What follows belongs to an exercise in optimizing a design on an open flow for small area, a short achievable clock period and few clock cycles per item; a production flow would make more cautious choices. The RTL was checked by simulation tests, not by an equivalence proof against the original design. Power and IR drop assume default switching activity.

**flow/run.sh**
```bash
#!/bin/bash
# synth_recipe.tcl (not shown) runs the flow's synth.tcl, then flattens the netlist and writes it again
# the make line also repeats each setting of config.mk as NAME=value (left out here)
make -C /OpenROAD-flow-scripts/flow DESIGN_CONFIG=/design/flow/config.mk WORK_HOME=/design/flow/orfs CLKGATE_MAP_FILE= SYNTH_SCRIPT=/design/flow/synth_recipe.tcl finish
```
**flow/config.mk**
```make
export PLATFORM = sky130hd
export DESIGN_NAME = sliding_window_maximum
export DESIGN_NICKNAME = sliding_window_maximum
export VERILOG_FILES = /design/flow/design.v
export SDC_FILE = /design/flow/constraint.sdc
export NUM_CORES = 4
export LEC_CHECK = 0
export CAP_MARGIN = 20
export CORE_MARGIN = 2
export CORE_UTILIZATION = 40
export SLEW_MARGIN = 20
```
**flow/constraint.sdc**
```tcl
create_clock -name core_clock -period 6.0 [get_ports {clk}]
set_input_delay 1.2000 -clock core_clock [delete_from_list [all_inputs] [get_ports {clk}]]
set_output_delay 1.2000 -clock core_clock [all_outputs]
set_load 0.01 [all_outputs]
```
**flow/design.v**
```verilog
package swm_pkg;
  localparam int SAMPLE_WIDTH    = 32;
  localparam int WS_WIDTH        = 7;
  localparam int CFG_DATA_WIDTH  = 32;
  localparam int CFG_ADDR_WIDTH  = 3;
  localparam int QUEUE_DEPTH     = 2;
  localparam logic REG_WINDOW_SIZE = 1'b0;
  localparam logic [WS_WIDTH-1:0] WINDOW_SIZE_RESET = 7'd1;
  typedef struct packed {
    logic signed [SAMPLE_WIDTH-1:0] sample;
    logic                           ends_stream;
  } in_item_t;
  typedef struct packed {
    logic signed [SAMPLE_WIDTH-1:0] window_max;
    logic                           is_last_window;
  } out_item_t;
  typedef struct packed {
    logic signed [SAMPLE_WIDTH-1:0] sample;
    logic                           last;
    logic [WS_WIDTH-1:0]            win;
  } cmd_t;
  typedef struct packed {
    logic valid;
    logic full;
  } queue_status_t;
  typedef enum logic [1:0] {
    ST_IDLE,
    ST_BACK,
    ST_FRONT,
    ST_PUSH
  } eng_state_t;
endpackage
module swm_front #(
  parameter int WINDOW_MAX = 64
) (
  input  logic                             in_valid,
  output logic                             in_ready,
  input  swm_pkg::in_item_t                in_data,
  input  logic [swm_pkg::WS_WIDTH-1:0]     window_size,
  input  swm_pkg::queue_status_t           q_status,
  output logic                             q_push,
  output swm_pkg::cmd_t                    q_cmd
);
  logic [31:0] ws_wide;
  logic [31:0] win_wide;
  always_comb begin
    ws_wide = {{(32-swm_pkg::WS_WIDTH){1'b0}}, window_size};
    if (ws_wide == 32'd0) begin
      win_wide = 32'd1;
    end else if (ws_wide > 32'(WINDOW_MAX)) begin
      win_wide = 32'(WINDOW_MAX);
    end else begin
      win_wide = ws_wide;
    end
  end
  assign in_ready    = !q_status.full;
  assign q_push      = in_valid && !q_status.full;
  assign q_cmd.sample = in_data.sample;
  assign q_cmd.last   = in_data.ends_stream;
  assign q_cmd.win    = win_wide[swm_pkg::WS_WIDTH-1:0];
endmodule
module swm_fifo (
  input  logic                   clk,
  input  logic                   rst_n,
  input  logic                   push,
  input  swm_pkg::cmd_t          push_cmd,
  input  logic                   pop,
  output swm_pkg::cmd_t          pop_cmd,
  output swm_pkg::queue_status_t status
);
  logic [swm_pkg::SAMPLE_WIDTH+swm_pkg::WS_WIDTH:0] slot_r [swm_pkg::QUEUE_DEPTH];
  logic       wr_ptr_r;
  logic       wr_ptr_nxt;
  logic       rd_ptr_r;
  logic       rd_ptr_nxt;
  logic [1:0] count_r;
  logic [1:0] count_nxt;
  logic       do_push;
  logic       do_pop;
  always_comb begin
    do_push    = push && (count_r != 2'(swm_pkg::QUEUE_DEPTH));
    do_pop     = pop && (count_r != 2'd0);
    wr_ptr_nxt = do_push ? !wr_ptr_r : wr_ptr_r;
    rd_ptr_nxt = do_pop ? !rd_ptr_r : rd_ptr_r;
    count_nxt  = count_r;
    if (do_push && !do_pop) begin
      count_nxt = count_r + 2'd1;
    end else if (do_pop && !do_push) begin
      count_nxt = count_r - 2'd1;
    end
  end
  always_ff @(posedge clk) begin
    if (!rst_n) begin
      wr_ptr_r <= 1'b0;
      rd_ptr_r <= 1'b0;
      count_r  <= 2'd0;
    end else begin
      wr_ptr_r <= wr_ptr_nxt;
      rd_ptr_r <= rd_ptr_nxt;
      count_r  <= count_nxt;
    end
  end
  always_ff @(posedge clk) begin
    if (do_push) begin
      slot_r[wr_ptr_r] <= push_cmd;
    end
  end
  assign pop_cmd      = slot_r[rd_ptr_r];
  assign status.valid = (count_r != 2'd0);
  assign status.full  = (count_r == 2'(swm_pkg::QUEUE_DEPTH));
endmodule
module swm_engine #(
  parameter int WINDOW_MAX = 64
) (
  input  logic                   clk,
  input  logic                   rst_n,
  input  swm_pkg::queue_status_t q_status,
  input  swm_pkg::cmd_t          q_cmd,
  output logic                   q_pop,
  output logic                   out_valid,
  input  logic                   out_ready,
  output swm_pkg::out_item_t     out_data
);
  localparam int AW = (WINDOW_MAX > 1) ? $clog2(WINDOW_MAX) : 1;
  localparam int PW = $clog2(WINDOW_MAX) + 1;
  localparam int CW = $clog2(WINDOW_MAX + 1);
  localparam logic [AW-1:0] LAST_ADDR = AW'(WINDOW_MAX - 1);
  localparam logic [CW-1:0] FULL_COUNT = CW'(WINDOW_MAX);
  logic signed [swm_pkg::SAMPLE_WIDTH-1:0] val_mem [WINDOW_MAX];
  logic [PW-1:0]                  pos_mem [WINDOW_MAX];
  swm_pkg::eng_state_t state_r;
  swm_pkg::eng_state_t state_nxt;
  swm_pkg::cmd_t       cmd_r;
  swm_pkg::cmd_t       cmd_nxt;
  logic [AW-1:0] head_r;
  logic [AW-1:0] head_nxt;
  logic [AW-1:0] tail_r;
  logic [AW-1:0] tail_nxt;
  logic [CW-1:0] count_r;
  logic [CW-1:0] count_nxt;
  logic [PW-1:0] pos_r;
  logic [PW-1:0] pos_nxt;
  logic          filled_r;
  logic          filled_nxt;
  logic          out_valid_r;
  logic          out_valid_nxt;
  swm_pkg::out_item_t     out_data_r;
  swm_pkg::out_item_t     out_data_nxt;
  logic signed [swm_pkg::SAMPLE_WIDTH-1:0] rd_val_r;
  logic [PW-1:0]                  rd_pos_r;
  logic [AW-1:0] back_addr;
  logic [AW-1:0] back2_addr;
  logic [AW-1:0] head_inc;
  logic [AW-1:0] tail_inc;
  logic [AW-1:0] rd_addr;
  logic          rd_en;
  logic          wr_en;
  logic [PW-1:0] age;
  logic          back_pop;
  logic          front_pop;
  logic          has_result;
  logic          out_free;
  logic          commit;
  logic          single;
  always_comb begin
    back_addr  = (tail_r == '0) ? LAST_ADDR : tail_r - AW'(1);
    back2_addr = (back_addr == '0) ? LAST_ADDR : back_addr - AW'(1);
    head_inc   = (head_r == LAST_ADDR) ? '0 : head_r + AW'(1);
    tail_inc   = (tail_r == LAST_ADDR) ? '0 : tail_r + AW'(1);
    age        = pos_r - rd_pos_r;
    back_pop   = (rd_val_r <= cmd_r.sample);
    front_pop  = (32'(age) >= 32'(cmd_r.win));
    has_result = filled_r || ((32'(pos_r) + 32'd1) >= 32'(cmd_r.win));
    out_free   = !out_valid_r || out_ready;
    single     = (count_r == CW'(1));
    commit     = (state_r == swm_pkg::ST_PUSH) && (!has_result || out_free);
  end
  always_comb begin
    state_nxt = state_r;
    case (state_r)
      swm_pkg::ST_IDLE: begin
        if (q_status.valid) begin
          state_nxt = (count_r == '0) ? swm_pkg::ST_PUSH : swm_pkg::ST_BACK;
        end
      end
      swm_pkg::ST_BACK: begin
        if (back_pop) begin
          state_nxt = single ? swm_pkg::ST_PUSH : swm_pkg::ST_BACK;
        end else begin
          state_nxt = swm_pkg::ST_FRONT;
        end
      end
      swm_pkg::ST_FRONT: begin
        state_nxt = (front_pop && !single) ? swm_pkg::ST_FRONT : swm_pkg::ST_PUSH;
      end
      swm_pkg::ST_PUSH: begin
        if (commit) begin
          state_nxt = swm_pkg::ST_IDLE;
        end
      end
      default: state_nxt = swm_pkg::ST_IDLE;
    endcase
  end
  always_comb begin
    q_pop         = 1'b0;
    cmd_nxt       = cmd_r;
    rd_en         = 1'b0;
    rd_addr       = head_r;
    wr_en         = 1'b0;
    head_nxt      = head_r;
    tail_nxt      = tail_r;
    count_nxt     = count_r;
    pos_nxt       = pos_r;
    filled_nxt    = filled_r;
    out_valid_nxt = out_valid_r && !out_ready;
    out_data_nxt  = out_data_r;
    case (state_r)
      swm_pkg::ST_IDLE: begin
        if (q_status.valid) begin
          q_pop   = 1'b1;
          cmd_nxt = q_cmd;
          if (count_r != '0) begin
            rd_en   = 1'b1;
            rd_addr = back_addr;
          end
        end
      end
      swm_pkg::ST_BACK: begin
        if (back_pop) begin
          tail_nxt  = back_addr;
          count_nxt = count_r - CW'(1);
          if (!single) begin
            rd_en   = 1'b1;
            rd_addr = back2_addr;
          end
        end else begin
          rd_en   = 1'b1;
          rd_addr = head_r;
        end
      end
      swm_pkg::ST_FRONT: begin
        if (front_pop) begin
          head_nxt  = head_inc;
          count_nxt = count_r - CW'(1);
          if (!single) begin
            rd_en   = 1'b1;
            rd_addr = head_inc;
          end
        end
      end
      swm_pkg::ST_PUSH: begin
        if (commit) begin
          if (count_r != FULL_COUNT) begin
            wr_en     = 1'b1;
            tail_nxt  = tail_inc;
            count_nxt = count_r + CW'(1);
          end
          if (has_result) begin
            out_valid_nxt             = 1'b1;
            out_data_nxt.window_max     = (count_r == '0) ? cmd_r.sample : rd_val_r;
            out_data_nxt.is_last_window = cmd_r.last;
          end
          if (cmd_r.last) begin
            head_nxt   = '0;
            tail_nxt   = '0;
            count_nxt  = '0;
            pos_nxt    = '0;
            filled_nxt = 1'b0;
          end else begin
            pos_nxt    = pos_r + PW'(1);
            filled_nxt = has_result;
          end
        end
      end
      default: ;
    endcase
  end
  always_ff @(posedge clk) begin
    if (!rst_n) begin
      state_r     <= swm_pkg::ST_IDLE;
      head_r      <= '0;
      tail_r      <= '0;
      count_r     <= '0;
      pos_r       <= '0;
      filled_r    <= 1'b0;
      out_valid_r <= 1'b0;
    end else begin
      state_r     <= state_nxt;
      head_r      <= head_nxt;
      tail_r      <= tail_nxt;
      count_r     <= count_nxt;
      pos_r       <= pos_nxt;
      filled_r    <= filled_nxt;
      out_valid_r <= out_valid_nxt;
    end
  end
  always_ff @(posedge clk) begin
    cmd_r      <= cmd_nxt;
    out_data_r <= out_data_nxt;
  end
  always_ff @(posedge clk) begin
    if (wr_en) begin
      val_mem[tail_r] <= cmd_r.sample;
      pos_mem[tail_r] <= pos_r;
    end
    if (rd_en) begin
      rd_val_r <= val_mem[rd_addr];
      rd_pos_r <= pos_mem[rd_addr];
    end
  end
  assign out_valid = out_valid_r;
  assign out_data  = out_data_r;
endmodule
module sliding_window_maximum #(
  parameter int WINDOW_MAX = 64
) (
  input  logic                                 clk,
  input  logic                                 rst_n,
  input  logic                                 in_valid,
  output logic                                 in_ready,
  input  swm_pkg::in_item_t                    in_data,
  output logic                                 out_valid,
  input  logic                                 out_ready,
  output swm_pkg::out_item_t                   out_data,
  input  logic                                 psel,
  input  logic                                 penable,
  input  logic                                 pwrite,
  input  logic [swm_pkg::CFG_ADDR_WIDTH-1:0]   paddr,
  input  logic [swm_pkg::CFG_DATA_WIDTH-1:0]   pwdata,
  output logic [swm_pkg::CFG_DATA_WIDTH-1:0]   prdata,
  output logic                                 pready
);
  logic [swm_pkg::WS_WIDTH-1:0] window_size_r;
  logic [swm_pkg::WS_WIDTH-1:0] window_size_nxt;
  logic                cfg_wr;
  logic                reg_sel;
  swm_pkg::queue_status_t       q_status;
  logic                q_push;
  logic                q_pop;
  swm_pkg::cmd_t                push_cmd;
  swm_pkg::cmd_t                pop_cmd;
  assign reg_sel = (paddr[swm_pkg::CFG_ADDR_WIDTH-1] == swm_pkg::REG_WINDOW_SIZE);
  assign cfg_wr  = psel && penable && pwrite && reg_sel;
  assign pready  = 1'b1;
  assign prdata  = reg_sel ? {{(swm_pkg::CFG_DATA_WIDTH-swm_pkg::WS_WIDTH){1'b0}}, window_size_r} : '0;
  always_comb begin
    window_size_nxt = cfg_wr ? pwdata[swm_pkg::WS_WIDTH-1:0] : window_size_r;
  end
  always_ff @(posedge clk) begin
    if (!rst_n) begin
      window_size_r <= swm_pkg::WINDOW_SIZE_RESET;
    end else begin
      window_size_r <= window_size_nxt;
    end
  end
  swm_front #(
    .WINDOW_MAX (WINDOW_MAX)
  ) u_front (
    .in_valid    (in_valid),
    .in_ready    (in_ready),
    .in_data     (in_data),
    .window_size (window_size_r),
    .q_status    (q_status),
    .q_push      (q_push),
    .q_cmd       (push_cmd)
  );
  swm_fifo u_fifo (
    .clk      (clk),
    .rst_n    (rst_n),
    .push     (q_push),
    .push_cmd (push_cmd),
    .pop      (q_pop),
    .pop_cmd  (pop_cmd),
    .status   (q_status)
  );
  swm_engine #(
    .WINDOW_MAX (WINDOW_MAX)
  ) u_engine (
    .clk       (clk),
    .rst_n     (rst_n),
    .q_status  (q_status),
    .q_cmd     (pop_cmd),
    .q_pop     (q_pop),
    .out_valid (out_valid),
    .out_ready (out_ready),
    .out_data  (out_data)
  );
endmodule
```
==> run summary <==
status=timing/DRC/antenna clean; top sig layer=met4; initial antenna violation count=8; post-synth top area cell=edfxtp_1; Max VDD drop=0.000519 V; Post-Syn Area=0.109 mm²; CTS buffer count=292; cell leakage power=43.7 nW; actual slew at the worst max-slew pin=1140 ps; R2R cell count=22; Synth Area in XOR/XNOR=0.00153; multi-input logic area=0.0251 mm²; detailed route wirelength on metal2=145,000 µm; setup ws final=289 ps; CTS tree=yes; P&R area growth vs syn=17.5%; fmax=175 MHz; Startpoint Class=flip-flop; H-tree depth=5; vias in the first global route=63,900; CP Buf/Inv Count=4; post-layout min period=5710 ps; vias=66,400; first-pass GRT wire length=441,000 µm; CP delay by family, top=simple AND/OR/NAND/NOR gates; Gate Count Post-Synth=7,429; vias per inst=5.68; pwr/cell area=633 mW/mm²; Max clock buf depth=4; Core Area=0.271 mm²; Avg Cell Area, Syn=14.6 µm²; Total GRT Usage=0.216; R2R Setup Slk=290 ps; wl on met1=126,000 µm; Largest stage delay, worst path=960 ps; worst hold path stage count=2; largest family of logic cells by synthesized area=simple AND/OR/NAND/NOR gates; clock sink count=2,729; Hold Path End=u_engine.filled_r$_SDFFE_PN0P_; Synth Area in Simple Gates=0.124; WP data arrival=6360 ps; worst path cell trace=ha_1 > fa_1 > inv_1 > a21o_1 > a21oi_1 > o21bai_1 > a21oi_1 > xnor2_1 > ha_1 > nand3_1 > o31ai_1 > and3_1 > a22o_1 > a211oi_1 > buf_4 > nor2_1 > buf_4 > nand3b_1 > buf_12 > a311oi_1 > nor4_1 > a22oi_1; worst clock skew=68.9 ps; # fillers=23,000; dpl cell area=0.119 mm²; RR Startpoint=u_engine.rd_pos_r[0]$_DFFE_PP_; met3 wire length=24,700 µm; register clock-pin slew on the reported worst setup and hold paths=60 ps; largest net degree at the start of global routing=71; final hold violation count=0; Syn. warnings=4; layout cell share with drive strength beyond 1=0.159; Die X=525 µm; Netlist cell types=84; top_reg_cell synth=edfxtp_1; DR pass1 iterations=6; slew margin rel.=0.234; Worst-Skew Late Latency=960 ps; maxcap violations=0; Avg WL per Cell=26.1 µm; most common cell after layout, fill and taps aside=edfxtp_1; antenna-violating nets left=0; drt total wl=305,000 µm; Yosys reg bits=2,729; HPWL Detailed=184,000 µm; Non-Filler Instances=11,700; Critical Path RT=6650 ps; RSZ-0062 raised after global routing=no; Crit Path Max Fanout=11; adder-cell share of the synthesized area=0.00743; GP Congestion=0.880; pre-CTS setup slack=232 ps; port bufs=89; sequential fraction of the synthesis area=0.750; worst hold path class=flip-flop to flip-flop; Final Cycle Share=0.952; postcts setup bufs=0; initial drt markers=8,088; Compound-Gate Fraction of Synth Area=0.0539; fraction of registers with async set/reset=0; Area contributors post-synth=edfxtp_1, nand2_1, mux4_2; Post-Place Cells=11,200; Setup-failing EPs final=0; Initial Util=0.402; Yosys top cell area share=0.742; Slew Viols, Final=0; drt drc=0; Crit. End Element=flip-flop; worst reg2reg path endpoint=u_engine.rd_val_r[26]$_DFFE_PP_; std cell rows=191; most frequent cells in the layout=edfxtp_1, nand2_1, buf_4; Post-synth EDFFs=2,688; DIE HEIGHT=525 µm; worst hold path startpoint=u_engine.filled_r$_SDFFE_PN0P_; final core utilization=0.472; grt ovf=0; final instance area=0.128 mm²; IO Pins=143; die area=0.276 mm²; Seq. cell area=0.0816 mm²; Setup CP Type=flip-flop to flip-flop; master of the slowest instance on the critical path=nor4_1; root buf cell=clkbuf_16; mux cell area share after synthesis=0.0378; Nets=8,055
==> stage by stage <==
stage | hold slack, ps | total power [mW] | TNS [ps]
5_1_grt | 550 | 84.7 | 0
3_3_place_gp | 492 | 63.5 | 0
4_1_cts | 522 | 81.0 | 0
3_5_place_dp | 509 | 64.0 | 0
6_report | 515 | 80.9 | 0
2_1_floorplan | 458 | 46.5 | -109910
==> synthesized netlist by cell type, types with 33 or more instances <==
| master | number |
|---|---|
| a311oi_1 | 314 |
| a311o_1 | 40 |
| and3_1 | 323 |
| or4_1 | 43 |
| dfxtp_1 | 41 |
| nand2_1 | 1973 |
| nand3_1 | 368 |
| ha_1 | 63 |
| a22oi_1 | 40 |
| buf_4 | 77 |
| nor4_1 | 81 |
| buf_2 | 111 |
| inv_1 | 57 |
| o21ai_0 | 105 |
| clkbuf_1 | 257 |
| edfxtp_1 | 2688 |
| mux2_2 | 42 |
| a21oi_1 | 168 |
| mux4_2 | 157 |
| nor2_1 | 133 |
| o22ai_1 | 43 |
| buf_1 | 33 |
==> routing by layer <==
layer | track usage | vias to the layer above
met5 | 0 | -
met4 | 0.0668 | 0
met3 | 0.0397 | 523
met2 | 0.350 | 2874
met1 | 0.296 | 33900
li1 | - | 29100
==> timing repair <==
action | 4_1_cts | 5_1_grt
resized for setup | 0 | 5
hold buffers | 0 | 0
setup endpoints to repair | 0 | 6
==> area by class of cell <==
type / count / area share
Antenna cell: 5 / 0.0000979
Inverter: 58 / 0.00170
Timing Repair Buffer: 673 / 0.0595
Clock buffer: 365 / 0.0604
Sequential cell: 2729 / 0.638
Tap cell: 3570 / 0.0350
Clock inverter: 123 / 0.00832
Multi-Input combinational cell: 4162 / 0.197
==> where the power goes <==
part / switching (mW) / internal (mW) / total [mW]
Clock: 7.20 / 9.81 / 17.0
Combinational: 24.8 / 14.9 / 39.7
Sequential: 0.591 / 23.6 / 24.2
Total: 32.6 / 48.3 / 80.9
==> registers in the layout (all words and copies together), names as in the netlist <==
signal                count
u_fifo.rd_ptr_r           1
u_fifo.wr_ptr_r           1
u_fifo.slot_r            80
u_engine.out_valid_r      1
u_engine.rd_val_r        32
u_engine.pos_mem        448
u_engine.val_mem       2048
u_engine.cmd_r           40
u_engine.pos_r            7
u_engine.state_r          2
window_size_r             7
u_engine.head_r           6
u_engine.rd_pos_r         7
u_engine.out_data_r      33
u_fifo.count_r            2
u_engine.filled_r         1
u_engine.count_r          7
u_engine.tail_r           6
==> worst register-to-register path: cells and delay by family (launching register included) <==
family | cells | cell delay, ps
xor+xnor | 1 | 130
compound gates | 9 | 1330
buf+inv | 4 | 640
fa+ha+maj | 3 | 1000
flops | 1 | 390
simple gates | 5 | 1970
==> cells by family (layout without fill, tap and decap cells) <==
group / count (synthesis) / after routing
simple gates: 3047 / 3047
flops: 2729 / 2729
compound gates: 797 / 797
buf+inv: 562 / 1219
mux: 209 / 209
fa+ha+maj: 64 / 64
xor+xnor: 19 / 19
other cells: 2 / 31
==> worst max path at each step <==
stage                     cells past startpoint  slack [ps]                                 to                      startpoint
after global placement                       26         230     u_engine.rd_pos_r[1]$_DFFE_PP_  u_engine.pos_r[1]$_SDFFE_PN0P_
final                                        22         290    u_engine.rd_val_r[26]$_DFFE_PP_  u_engine.rd_pos_r[0]$_DFFE_PP_
after floorplan                              13        -120  u_engine.pos_mem[44][0]$_DFFE_PP_  u_engine.pos_r[0]$_SDFFE_PN0P_
after detailed placement                     25         230    u_engine.rd_val_r[12]$_DFFE_PP_  u_engine.pos_r[1]$_SDFFE_PN0P_
after global routing                         22           3    u_engine.rd_val_r[26]$_DFFE_PP_  u_engine.rd_pos_r[0]$_DFFE_PP_
after CTS                                    26         210     u_engine.rd_pos_r[1]$_DFFE_PP_  u_engine.pos_r[1]$_SDFFE_PN0P_
Testbench counts, summed over its fixed seeds: cycles 67,292, items 14,619.

==> afterwards: timing with drivers on the ports <==
How much do the figures lean on ideal ports? The routed layout below was timed once more, with nothing changed but the port constraints. Step 1, drivers: a clkbuf_16 drives clk and a buf_2 each remaining input, both assumed. Step 2 adds t to the input delays and takes it off the output delays; t is the mean of the earliest and latest rising clock arrival at the registers after step 1. Input paths then give back, and output paths get back, about the clock's delay inside the block. a / b / c = ideal ports / drivers / drivers and shift; a / b = the first two.
shift t [ns]: 1.010
setup slack, ns: 0.289 / 0.289 / 0.289
hold WS [ns]: 0.515 / 0.515 / 0.515
latest minus earliest clock arrival (ns): 0.072 / 0.071
worst register clock-pin slew, ns: 0.07 / 0.07
After both steps setup and hold are still met in this run. The setup slack of this run moves by 0.000 ns with the drivers and by 0.000 ns with both steps.
